Background: an optimization exercise with open tools, aiming at small area and a short achievable clock period. Do not read the settings as production practice. RTL that was checked went through simulation tests only; none was proved equivalent to the original. No activity file was given, so power comes from the tool's default toggle rates.

==> module adv_timer, before the edit <==
module adv_timer (
   input  logic        clk_i,
   input  logic        reset_i,
   input  logic        rst_dly_i,   
   input  logic [7:0]  presc_i,
   input  logic        saw_i,
   input  logic [15:0] start_i,
   input  logic [15:0] end_i,
   input  logic [15:0] comp0_i,
   input  logic [2:0]  op0_i,
   input  logic [15:0] comp1_i,
   input  logic [2:0]  op1_i,
   input  logic [3:0]  cmd_i,       
   output logic [15:0] count_nxt_o,
   output logic        end_o,
   output logic [1:0]  pwm_o
);
   logic cmd_start, cmd_stop, cmd_rst, cmd_update;
   assign {cmd_update, cmd_rst, cmd_stop, cmd_start} = cmd_i;
   logic [7:0]  a_presc;
   logic        a_saw;
   logic [15:0] a_start, a_end, a_comp0, a_comp1;
   logic [2:0]  a_op0, a_op1;
   logic        a_load;
   assign a_load = cmd_update || rst_dly_i;
   always_ff @(posedge clk_i) begin
      if (a_load) begin
         a_presc <= presc_i;
         a_saw   <= saw_i;
         a_start <= start_i;
         a_comp0 <= comp0_i;
         a_op0   <= op0_i;
         a_comp1 <= comp1_i;
         a_op1   <= op1_i;
      end
   end
   always_ff @(posedge clk_i) a_end <= a_end_nxt;
   logic [7:0] a_presc_nxt;
   assign a_presc_nxt = a_load ? presc_i : a_presc;
   logic run_q, run_nxt;
   assign run_nxt = !reset_i && !cmd_stop && (cmd_start || run_q);
   always_ff @(posedge clk_i) run_q <= run_nxt;
   logic [7:0]  presc_q, presc_inc;
   logic        tick_q;
   logic [15:0] count_q;
   logic        dir_q, step_q, end_q;
   logic [7:0]  presc_nxt;
   logic        tick_nxt;
   assign presc_inc = presc_q + 8'd1;
   assign presc_nxt = (rst_dly_i || cmd_rst || (run_q && tick_q)) ? 8'd0 :
                      run_q ? presc_inc : presc_q;
   assign tick_nxt  = run_nxt && (presc_nxt >= a_presc_nxt);
   always_ff @(posedge clk_i) begin
      presc_q <= presc_nxt;
      tick_q  <= tick_nxt;
   end
   logic        a_saw_nxt;
   logic [15:0] a_end_nxt;
   logic        at_end_q, down_q;
   assign a_saw_nxt = a_load ? saw_i : a_saw;
   assign a_end_nxt = a_load ? end_i : a_end;
   logic [15:0] dstep, pm_mask, cnt_pm, cnt_base, tgt, x;
   logic        pm_at_tgt, wrap;
   logic        dir_nxt, end_nxt;
   assign dstep = count_q ^ {16{down_q}};    
   assign tgt   = down_q ? a_start : a_end;
   assign x     = count_q ^ tgt;
   always_comb begin
      pm_mask[0] = 1'b1;
      for (int i = 1; i < 16; i++) pm_mask[i] = pm_mask[i-1] && dstep[i-1];
      pm_at_tgt = x[0];
      for (int i = 1; i < 16; i++) pm_at_tgt = pm_at_tgt && (x[i] == (x[i-1] && dstep[i-1]));
   end
   logic [15:0] stepm, y;
   logic        ls, at_end_nxt;
   assign stepm  = pm_mask & {16{tick_q}};    
   assign cnt_pm = count_q ^ stepm;           
   assign wrap   = !down_q && at_end_q;
   assign ls     = cmd_rst || (tick_q && wrap);
   assign cnt_base    = cnt_pm;
   assign count_nxt_o = rst_dly_i ? 16'd0 : ls ? a_start : cnt_base;
   assign y = count_q ^ a_end_nxt;
   always_comb begin
      if (rst_dly_i) at_end_nxt = (a_end_nxt == 16'd0);
      else if (ls)   at_end_nxt = (a_start == a_end_nxt);
      else           at_end_nxt = (y == stepm);
   end
   always_comb begin
      dir_nxt = dir_q;
      if (rst_dly_i || cmd_rst) dir_nxt = 1'b0;
      else if (tick_q) begin
         if (a_saw)       dir_nxt = 1'b0;
         else if (!dir_q) dir_nxt = !at_end_q && pm_at_tgt;
         else             dir_nxt = !pm_at_tgt;
      end
   end
   assign end_nxt = !reset_i && !cmd_rst && tick_q && (down_q ? pm_at_tgt : at_end_q);
   always_ff @(posedge clk_i) begin
      count_q  <= count_nxt_o;
      dir_q    <= dir_nxt;
      down_q   <= dir_nxt && !a_saw_nxt;
      at_end_q <= at_end_nxt;
      step_q   <= !reset_i && !cmd_rst && tick_q;
      end_q    <= end_nxt;
   end
   assign end_o = end_q;
   timer_compare u_cmp0 (
      .clk_i   (clk_i),
      .reset_i (reset_i),
      .step_i  (step_q),
      .end_i   (end_q),
      .count_i (count_q),
      .comp_i  (a_comp0),
      .op_i    (a_op0),
      .pwm_o   (pwm_o[0])
   );
   timer_compare u_cmp1 (
      .clk_i   (clk_i),
      .reset_i (reset_i),
      .step_i  (step_q),
      .end_i   (end_q),
      .count_i (count_q),
      .comp_i  (a_comp1),
      .op_i    (a_op1),
      .pwm_o   (pwm_o[1])
   );
endmodule
Settings: LEC_CHECK=0, CAP_MARGIN=20, CORE_MARGIN=2, CORE_UTILIZATION=60, CTS_CLUSTER_DIAMETER=100, CTS_CLUSTER_SIZE=25, SETUP_SLACK_MARGIN=4.4, SLEW_MARGIN=20; clock period 7.0 ns.
run.sh (not shown) runs the stock make flow with config.mk's settings and CLKGATE_MAP_FILE= SYNTH_SCRIPT=/design/flow/synth_recipe.tcl, a recipe that flattens the netlist after the stock synthesis.
Edit:
--- a/flow/design.v
+++ b/flow/design.v
@@ -129,11 +129,10 @@
    logic [15:0] count_q;
    logic        dir_q, step_q, end_q;
    logic [7:0]  presc_nxt;
    logic        tick_nxt;
-   assign presc_inc = presc_q + 8'd1;
-   assign presc_nxt = (rst_dly_i || cmd_rst || (run_q && tick_q)) ? 8'd0 :
-                      run_q ? presc_inc : presc_q;
+   assign presc_inc = presc_q + {7'd0, run_q};
+   assign presc_nxt = (rst_dly_i || cmd_rst || (run_q && tick_q)) ? 8'd0 : presc_inc;
    assign tick_nxt  = run_nxt && (presc_nxt >= a_presc_nxt);
    always_ff @(posedge clk_i) begin
       presc_q <= presc_nxt;
       tick_q  <= tick_nxt;
@@ -149,27 +148,18 @@
    assign dstep = count_q ^ {16{down_q}};    
    assign tgt   = down_q ? a_start : a_end;
    assign x     = count_q ^ tgt;
    always_comb begin
-      pm_mask[0] = 1'b1;
+      pm_mask[0] = tick_q;   
       for (int i = 1; i < 16; i++) pm_mask[i] = pm_mask[i-1] && dstep[i-1];
       pm_at_tgt = x[0];
       for (int i = 1; i < 16; i++) pm_at_tgt = pm_at_tgt && (x[i] == (x[i-1] && dstep[i-1]));
    end
-   logic [15:0] stepm, y;
-   logic        ls, at_end_nxt;
-   assign stepm  = pm_mask & {16{tick_q}};    
-   assign cnt_pm = count_q ^ stepm;           
+   assign cnt_pm = count_q ^ pm_mask;    
    assign wrap   = !down_q && at_end_q;
-   assign ls     = cmd_rst || (tick_q && wrap);
    assign cnt_base    = cnt_pm;
-   assign count_nxt_o = rst_dly_i ? 16'd0 : ls ? a_start : cnt_base;
-   assign y = count_q ^ a_end_nxt;
-   always_comb begin
-      if (rst_dly_i) at_end_nxt = (a_end_nxt == 16'd0);
-      else if (ls)   at_end_nxt = (a_start == a_end_nxt);
-      else           at_end_nxt = (y == stepm);
-   end
+   assign count_nxt_o = rst_dly_i ? 16'd0 :
+                        (cmd_rst || (tick_q && wrap)) ? a_start : cnt_base;
    always_comb begin
       dir_nxt = dir_q;
       if (rst_dly_i || cmd_rst) dir_nxt = 1'b0;
       else if (tick_q) begin
@@ -182,9 +172,9 @@
    always_ff @(posedge clk_i) begin
       count_q  <= count_nxt_o;
       dir_q    <= dir_nxt;
       down_q   <= dir_nxt && !a_saw_nxt;
-      at_end_q <= at_end_nxt;
+      at_end_q <= (count_nxt_o == a_end_nxt);
       step_q   <= !reset_i && !cmd_rst && tick_q;
       end_q    <= end_nxt;
    end
    assign end_o = end_q;
The changed run completed with no timing, DRC or antenna violations.
Hold slack got worse by 0.029 ns.
Sequential share of layout area came out higher by 1.8 points.
Global-route usage is about the same.
Register-to-register slack loses 0.32 ns.
Design area shrinks by 3.5%.
Setup slack loses 0.32 ns.
Sequential cell count does not change.
Area after synthesis came out lower by 3.4%.
First-iteration DRC count went down by 9.2%.
Synthesized cell count fell by 7.2%.
Utilization went up by 0.21 points.
Cell count came out lower by 6.3%.
Combinational power is lower by 19%.
No run of this note included a check of the RTL's function; only the layout flow was run.

* * *

Setup of west:
apb_adv_timer_top, a different RTL version from the one above (not shown whole).
Size: roughly 820 flip-flops, about 37000 sq um of cells after synthesis.
==> module adv_timer, before the edit <==
module adv_timer (
   input  logic        clk_i,
   input  logic        reset_i,
   input  logic        rst_dly_i,   
   input  logic [7:0]  presc_i,
   input  logic        saw_i,
   input  logic [15:0] start_i,
   input  logic [15:0] end_i,
   input  logic [15:0] comp0_i,
   input  logic [2:0]  op0_i,
   input  logic [15:0] comp1_i,
   input  logic [2:0]  op1_i,
   input  logic [3:0]  cmd_i,       
   output logic [15:0] count_nxt_o,
   output logic        end_o,
   output logic [1:0]  pwm_o
);
   logic cmd_start, cmd_stop, cmd_rst, cmd_update;
   assign {cmd_update, cmd_rst, cmd_stop, cmd_start} = cmd_i;
   logic [7:0]  a_presc;
   logic        a_saw;
   logic [15:0] a_start, a_end, a_comp0, a_comp1;
   logic [2:0]  a_op0, a_op1;
   logic        a_load;
   assign a_load = cmd_update || rst_dly_i;
   always_ff @(posedge clk_i) begin
      if (a_load) begin
         a_presc <= presc_i;
         a_saw   <= saw_i;
         a_start <= start_i;
         a_comp0 <= comp0_i;
         a_op0   <= op0_i;
         a_comp1 <= comp1_i;
         a_op1   <= op1_i;
      end
   end
   always_ff @(posedge clk_i) a_end <= a_end_nxt;
   logic [7:0] a_presc_nxt;
   assign a_presc_nxt = a_load ? presc_i : a_presc;
   logic run_q, run_nxt;
   assign run_nxt = !reset_i && !cmd_stop && (cmd_start || run_q);
   always_ff @(posedge clk_i) run_q <= run_nxt;
   logic [7:0]  presc_q, presc_inc;
   logic        tick_q;
   logic [15:0] count_q;
   logic        dir_q, step_q, end_q;
   logic [7:0]  presc_nxt;
   logic        tick_nxt;
   assign presc_inc = presc_q + 8'd1;
   assign presc_nxt = (rst_dly_i || cmd_rst || (run_q && tick_q)) ? 8'd0 :
                      run_q ? presc_inc : presc_q;
   assign tick_nxt  = run_nxt && (presc_nxt >= a_presc_nxt);
   always_ff @(posedge clk_i) begin
      presc_q <= presc_nxt;
      tick_q  <= tick_nxt;
   end
   logic        a_saw_nxt;
   logic [15:0] a_end_nxt;
   logic        at_end_q, down_q;
   assign a_saw_nxt = a_load ? saw_i : a_saw;
   assign a_end_nxt = a_load ? end_i : a_end;
   logic [15:0] dstep, pm_mask, cnt_pm, cnt_base, tgt, x;
   logic        pm_at_tgt, wrap;
   logic        dir_nxt, end_nxt;
   assign dstep = count_q ^ {16{down_q}};    
   assign tgt   = down_q ? a_start : a_end;
   assign x     = count_q ^ tgt;
   always_comb begin
      pm_mask[0] = 1'b1;
      for (int i = 1; i < 16; i++) pm_mask[i] = pm_mask[i-1] && dstep[i-1];
      pm_at_tgt = x[0];
      for (int i = 1; i < 16; i++) pm_at_tgt = pm_at_tgt && (x[i] == (x[i-1] && dstep[i-1]));
   end
   assign cnt_pm = count_q ^ pm_mask;    
   assign wrap   = !down_q && at_end_q;
   assign cnt_base    = tick_q ? cnt_pm : count_q;
   assign count_nxt_o = rst_dly_i ? 16'd0 :
                        (cmd_rst || (tick_q && wrap)) ? a_start : cnt_base;
   always_comb begin
      dir_nxt = dir_q;
      if (rst_dly_i || cmd_rst) dir_nxt = 1'b0;
      else if (tick_q) begin
         if (a_saw)       dir_nxt = 1'b0;
         else if (!dir_q) dir_nxt = !at_end_q && pm_at_tgt;
         else             dir_nxt = !pm_at_tgt;
      end
   end
   assign end_nxt = !reset_i && !cmd_rst && tick_q && (down_q ? pm_at_tgt : at_end_q);
   always_ff @(posedge clk_i) begin
      count_q  <= count_nxt_o;
      dir_q    <= dir_nxt;
      down_q   <= dir_nxt && !a_saw_nxt;
      at_end_q <= (count_nxt_o == a_end_nxt);
      step_q   <= !reset_i && !cmd_rst && tick_q;
      end_q    <= end_nxt;
   end
   assign end_o = end_q;
   timer_compare u_cmp0 (
      .clk_i   (clk_i),
      .reset_i (reset_i),
      .step_i  (step_q),
      .end_i   (end_q),
      .count_i (count_q),
      .comp_i  (a_comp0),
      .op_i    (a_op0),
      .pwm_o   (pwm_o[0])
   );
   timer_compare u_cmp1 (
      .clk_i   (clk_i),
      .reset_i (reset_i),
      .step_i  (step_q),
      .end_i   (end_q),
      .count_i (count_q),
      .comp_i  (a_comp1),
      .op_i    (a_op1),
      .pwm_o   (pwm_o[1])
   );
endmodule
export LEC_CHECK = 0
export CAP_MARGIN = 20
export CORE_MARGIN = 2
export CORE_UTILIZATION = 60
export CTS_CLUSTER_DIAMETER = 100
export CTS_CLUSTER_SIZE = 25
export SETUP_SLACK_MARGIN = 4.4
export SLEW_MARGIN = 20
create_clock -name core_clock -period 7.0 [get_ports {clk_i}]
[inputs] north vs west
--- a/flow/design.v
+++ b/flow/design.v
@@ -111,15 +111,15 @@
       if (a_load) begin
          a_presc <= presc_i;
          a_saw   <= saw_i;
          a_start <= start_i;
+         a_end   <= end_i;
          a_comp0 <= comp0_i;
          a_op0   <= op0_i;
          a_comp1 <= comp1_i;
          a_op1   <= op1_i;
       end
    end
-   always_ff @(posedge clk_i) a_end <= a_end_nxt;
    logic [7:0] a_presc_nxt;
    assign a_presc_nxt = a_load ? presc_i : a_presc;
    logic run_q, run_nxt;
    assign run_nxt = !reset_i && !cmd_stop && (cmd_start || run_q);
@@ -138,12 +138,11 @@
       presc_q <= presc_nxt;
       tick_q  <= tick_nxt;
    end
    logic        a_saw_nxt;
-   logic [15:0] a_end_nxt;
-   logic        at_end_q, down_q;
+   logic        at_end, down_q;
    assign a_saw_nxt = a_load ? saw_i : a_saw;
-   assign a_end_nxt = a_load ? end_i : a_end;
+   assign at_end    = (count_q == a_end);
    logic [15:0] dstep, pm_mask, cnt_pm, cnt_base, tgt, x;
    logic        pm_at_tgt, wrap;
    logic        dir_nxt, end_nxt;
    assign dstep = count_q ^ {16{down_q}};    
@@ -155,27 +154,26 @@
       pm_at_tgt = x[0];
       for (int i = 1; i < 16; i++) pm_at_tgt = pm_at_tgt && (x[i] == (x[i-1] && dstep[i-1]));
    end
    assign cnt_pm = count_q ^ pm_mask;    
-   assign wrap   = !down_q && at_end_q;
+   assign wrap   = !down_q && at_end;
    assign cnt_base    = tick_q ? cnt_pm : count_q;
    assign count_nxt_o = rst_dly_i ? 16'd0 :
                         (cmd_rst || (tick_q && wrap)) ? a_start : cnt_base;
    always_comb begin
       dir_nxt = dir_q;
       if (rst_dly_i || cmd_rst) dir_nxt = 1'b0;
       else if (tick_q) begin
          if (a_saw)       dir_nxt = 1'b0;
-         else if (!dir_q) dir_nxt = !at_end_q && pm_at_tgt;
+         else if (!dir_q) dir_nxt = !at_end && pm_at_tgt;
          else             dir_nxt = !pm_at_tgt;
       end
    end
-   assign end_nxt = !reset_i && !cmd_rst && tick_q && (down_q ? pm_at_tgt : at_end_q);
+   assign end_nxt = !reset_i && !cmd_rst && tick_q && (down_q ? pm_at_tgt : at_end);
    always_ff @(posedge clk_i) begin
       count_q  <= count_nxt_o;
       dir_q    <= dir_nxt;
       down_q   <= dir_nxt && !a_saw_nxt;
-      at_end_q <= (count_nxt_o == a_end_nxt);
       step_q   <= !reset_i && !cmd_rst && tick_q;
       end_q    <= end_nxt;
    end
    assign end_o = end_q;
==> run summary <==
When north is set beside west, its clock skew turns out to be 8.5 ps larger.
north ran to completion and came out clean on the timing, DRC and antenna checks.
gen_timer[0].u_tim.at_end_q$_DFF_P_ as the endpoint of the worst setup timing path was reported by west, and u_regs.rdata_q[11]$_DFF_P_ by north.
Combinational group power: north lower than west
Between north and west, the difference in share of final layout cell area taken by clock buffers and inverters is negligible.
Status: number of nets in the final layout parity (west, north)
north against west: area of the core shows an increase of 1.3%; critical path depth shows an increase of 2; row count shows an increase of about 1.1%; antenna cell count shows a reduction of 1; sequential power shows no meaningful change.
west → north: first-pass GRT wire length stayed essentially flat, utilization of the core after routing rose by 0.31 points, final cycle utilization of the critical path rose by 1.2 points, clock network fraction of design power stayed essentially flat, mean cell area of the mapped netlist rose by about 2%.
For north, only the layout was checked, not whether the RTL still works.

* * *

apb_adv_timer_top, a different RTL version from the one above (not shown whole).
For scale: about 4000 cells after synthesis, about 820 flip-flops.
==> module adv_timer, before the edit <==
module adv_timer (
   input  logic        clk_i,
   input  logic        reset_i,
   input  logic        rst_dly_i,   
   input  logic [7:0]  presc_i,
   input  logic        saw_i,
   input  logic [15:0] start_i,
   input  logic [15:0] end_i,
   input  logic [15:0] comp0_i,
   input  logic [2:0]  op0_i,
   input  logic [15:0] comp1_i,
   input  logic [2:0]  op1_i,
   input  logic [3:0]  cmd_i,       
   output logic [15:0] count_nxt_o,
   output logic        end_o,
   output logic [1:0]  pwm_o
);
   logic cmd_start, cmd_stop, cmd_rst, cmd_update;
   assign {cmd_update, cmd_rst, cmd_stop, cmd_start} = cmd_i;
   logic [7:0]  a_presc;
   logic        a_saw;
   logic [15:0] a_start, a_end, a_comp0, a_comp1;
   logic [2:0]  a_op0, a_op1;
   logic        a_load;
   assign a_load = cmd_update || rst_dly_i;
   always_ff @(posedge clk_i) begin
      if (a_load) begin
         a_presc <= presc_i;
         a_saw   <= saw_i;
         a_start <= start_i;
         a_comp0 <= comp0_i;
         a_op0   <= op0_i;
         a_comp1 <= comp1_i;
         a_op1   <= op1_i;
      end
   end
   always_ff @(posedge clk_i) a_end <= a_end_nxt;
   logic [7:0] a_presc_nxt;
   assign a_presc_nxt = a_load ? presc_i : a_presc;
   logic run_q, run_nxt;
   assign run_nxt = !reset_i && !cmd_stop && (cmd_start || run_q);
   always_ff @(posedge clk_i) run_q <= run_nxt;
   logic [7:0]  presc_q, presc_inc;
   logic        tick_q;
   logic [15:0] count_q;
   logic        dir_q, step_q, end_q;
   logic [7:0]  presc_nxt;
   logic        tick_nxt;
   logic        presc_clr, ge_hold, ge_inc, ge_zero;
   assign presc_clr = rst_dly_i || cmd_rst || (run_q && tick_q);
   assign presc_inc = presc_q + 8'd1;
   assign presc_nxt = presc_clr ? 8'd0 : run_q ? presc_inc : presc_q;
   assign ge_hold   = (presc_q >= a_presc_nxt);
   assign ge_inc    = (presc_inc >= a_presc_nxt);
   assign ge_zero   = (a_presc_nxt == 8'd0);
   assign tick_nxt  = run_nxt && (presc_clr ? ge_zero : run_q ? ge_inc : ge_hold);
   always_ff @(posedge clk_i) begin
      presc_q <= presc_nxt;
      tick_q  <= tick_nxt;
   end
   logic        a_saw_nxt;
   logic [15:0] a_end_nxt;
   logic        at_end_q, down_q;
   assign a_saw_nxt = a_load ? saw_i : a_saw;
   assign a_end_nxt = a_load ? end_i : a_end;
   logic [15:0] dstep, pm_mask, cnt_pm, cnt_base, tgt, x;
   logic        pm_at_tgt, wrap;
   logic        dir_nxt, end_nxt;
   assign dstep = count_q ^ {16{down_q}};    
   assign tgt   = down_q ? a_start : a_end;
   assign x     = count_q ^ tgt;
   always_comb begin
      pm_mask[0] = 1'b1;
      for (int i = 1; i < 16; i++) pm_mask[i] = pm_mask[i-1] && dstep[i-1];
      pm_at_tgt = x[0];
      for (int i = 1; i < 16; i++) pm_at_tgt = pm_at_tgt && (x[i] == (x[i-1] && dstep[i-1]));
   end
   assign cnt_pm = count_q ^ pm_mask;    
   assign wrap   = !down_q && at_end_q;
   assign cnt_base    = tick_q ? cnt_pm : count_q;
   assign count_nxt_o = rst_dly_i ? 16'd0 :
                        (cmd_rst || (tick_q && wrap)) ? a_start : cnt_base;
   always_comb begin
      dir_nxt = dir_q;
      if (rst_dly_i || cmd_rst) dir_nxt = 1'b0;
      else if (tick_q) begin
         if (a_saw)       dir_nxt = 1'b0;
         else if (!dir_q) dir_nxt = !at_end_q && pm_at_tgt;
         else             dir_nxt = !pm_at_tgt;
      end
   end
   assign end_nxt = !reset_i && !cmd_rst && tick_q && (down_q ? pm_at_tgt : at_end_q);
   always_ff @(posedge clk_i) begin
      count_q  <= count_nxt_o;
      dir_q    <= dir_nxt;
      down_q   <= dir_nxt && !a_saw_nxt;
      at_end_q <= (count_nxt_o == a_end_nxt);
      step_q   <= !reset_i && !cmd_rst && tick_q;
      end_q    <= end_nxt;
   end
   assign end_o = end_q;
   timer_compare u_cmp0 (
      .clk_i   (clk_i),
      .reset_i (reset_i),
      .step_i  (step_q),
      .end_i   (end_q),
      .count_i (count_q),
      .comp_i  (a_comp0),
      .op_i    (a_op0),
      .pwm_o   (pwm_o[0])
   );
   timer_compare u_cmp1 (
      .clk_i   (clk_i),
      .reset_i (reset_i),
      .step_i  (step_q),
      .end_i   (end_q),
      .count_i (count_q),
      .comp_i  (a_comp1),
      .op_i    (a_op1),
      .pwm_o   (pwm_o[1])
   );
endmodule
export LEC_CHECK = 0
export ABC_AREA = 1
export CAP_MARGIN = 20
export CORE_MARGIN = 2
export CORE_UTILIZATION = 60
export CTS_CLUSTER_DIAMETER = 100
export CTS_CLUSTER_SIZE = 25
export SETUP_SLACK_MARGIN = 4.5
export SLEW_MARGIN = 20
create_clock -name core_clock -period 7.0 [get_ports {clk_i}]
Edit:
--- a/flow/design.v
+++ b/flow/design.v
@@ -130,14 +130,10 @@
    logic        dir_q, step_q, end_q;
    logic [7:0]  presc_nxt;
    logic        tick_nxt;
-   logic        presc_clr, ge_hold, ge_inc, ge_zero;
-   assign presc_clr = rst_dly_i || cmd_rst || (run_q && tick_q);
    assign presc_inc = presc_q + 8'd1;
-   assign presc_nxt = presc_clr ? 8'd0 : run_q ? presc_inc : presc_q;
-   assign ge_hold   = (presc_q >= a_presc_nxt);
-   assign ge_inc    = (presc_inc >= a_presc_nxt);
-   assign ge_zero   = (a_presc_nxt == 8'd0);
-   assign tick_nxt  = run_nxt && (presc_clr ? ge_zero : run_q ? ge_inc : ge_hold);
+   assign presc_nxt = (rst_dly_i || cmd_rst || (run_q && tick_q)) ? 8'd0 :
+                      run_q ? presc_inc : presc_q;
+   assign tick_nxt  = run_nxt && (presc_nxt >= a_presc_nxt);
    always_ff @(posedge clk_i) begin
       presc_q <= presc_nxt;
       tick_q  <= tick_nxt;
Effect: The changed run went through all stages and came out clean; worst hold slack stays flat; clock-buffer cell count rose by 2; global-route usage came out higher by 2.5 points; flip-flop and latch count stays the same; cell area is lower by 2.7%; power is higher by about 0.7%; combinational power shrinks by 6.8%; worst setup slack gains 0.060 ns; cell count rises by 8.1%; clock skew climbs by 0.0077 ns; routed wire length came out higher by 8.1%.
Function not checked in the first run of this note: the RTL went through the layout flow alone.

## port drivers added, routing unchanged
The results above use ideal ports. As a check the final layouts listed here were re-extracted and re-timed, cells and wires unchanged. Step 1 (the two cells are an assumption about what drives the block):
set clk [get_ports {clk_i}]
set_driving_cell -lib_cell sky130_fd_sc_hd__clkbuf_16 $clk
set_driving_cell -lib_cell sky130_fd_sc_hd__buf_2 [delete_from_list [all_inputs] $clk]
Step 2, shift: input delay + t, output delay - t, t = (earliest + latest rising clock arrival at the registers) / 2. This alone moves slack from input paths to output paths. a / b / c = no drivers / after step 1 / after step 2; a / b = the first two.
run | t (ns) | setup slack, ns | worst slew at a driven data input, ns
the first run of note 1 | 0.685 | 4.166 / 4.172 / 3.491 | 0.12
the second run of note 1 | 0.665 | 3.848 / 3.848 / 3.589 | 0.06
west | 0.669 | 4.159 / 4.159 / 3.582 | 0.16
north | 0.676 | 4.076 / 4.088 / 3.411 | 0.06
the first run of note 3 | 0.681 | 4.245 / 4.245 / 3.597 | 0.06
the second run of note 3 | 0.688 | 4.305 / 4.305 / 3.809 | 0.06
After both steps setup and hold are still met in every run listed. The setup slack of the first run of note 1, which loses most, moves by +0.006 ns with the drivers and by -0.675 ns with both steps.
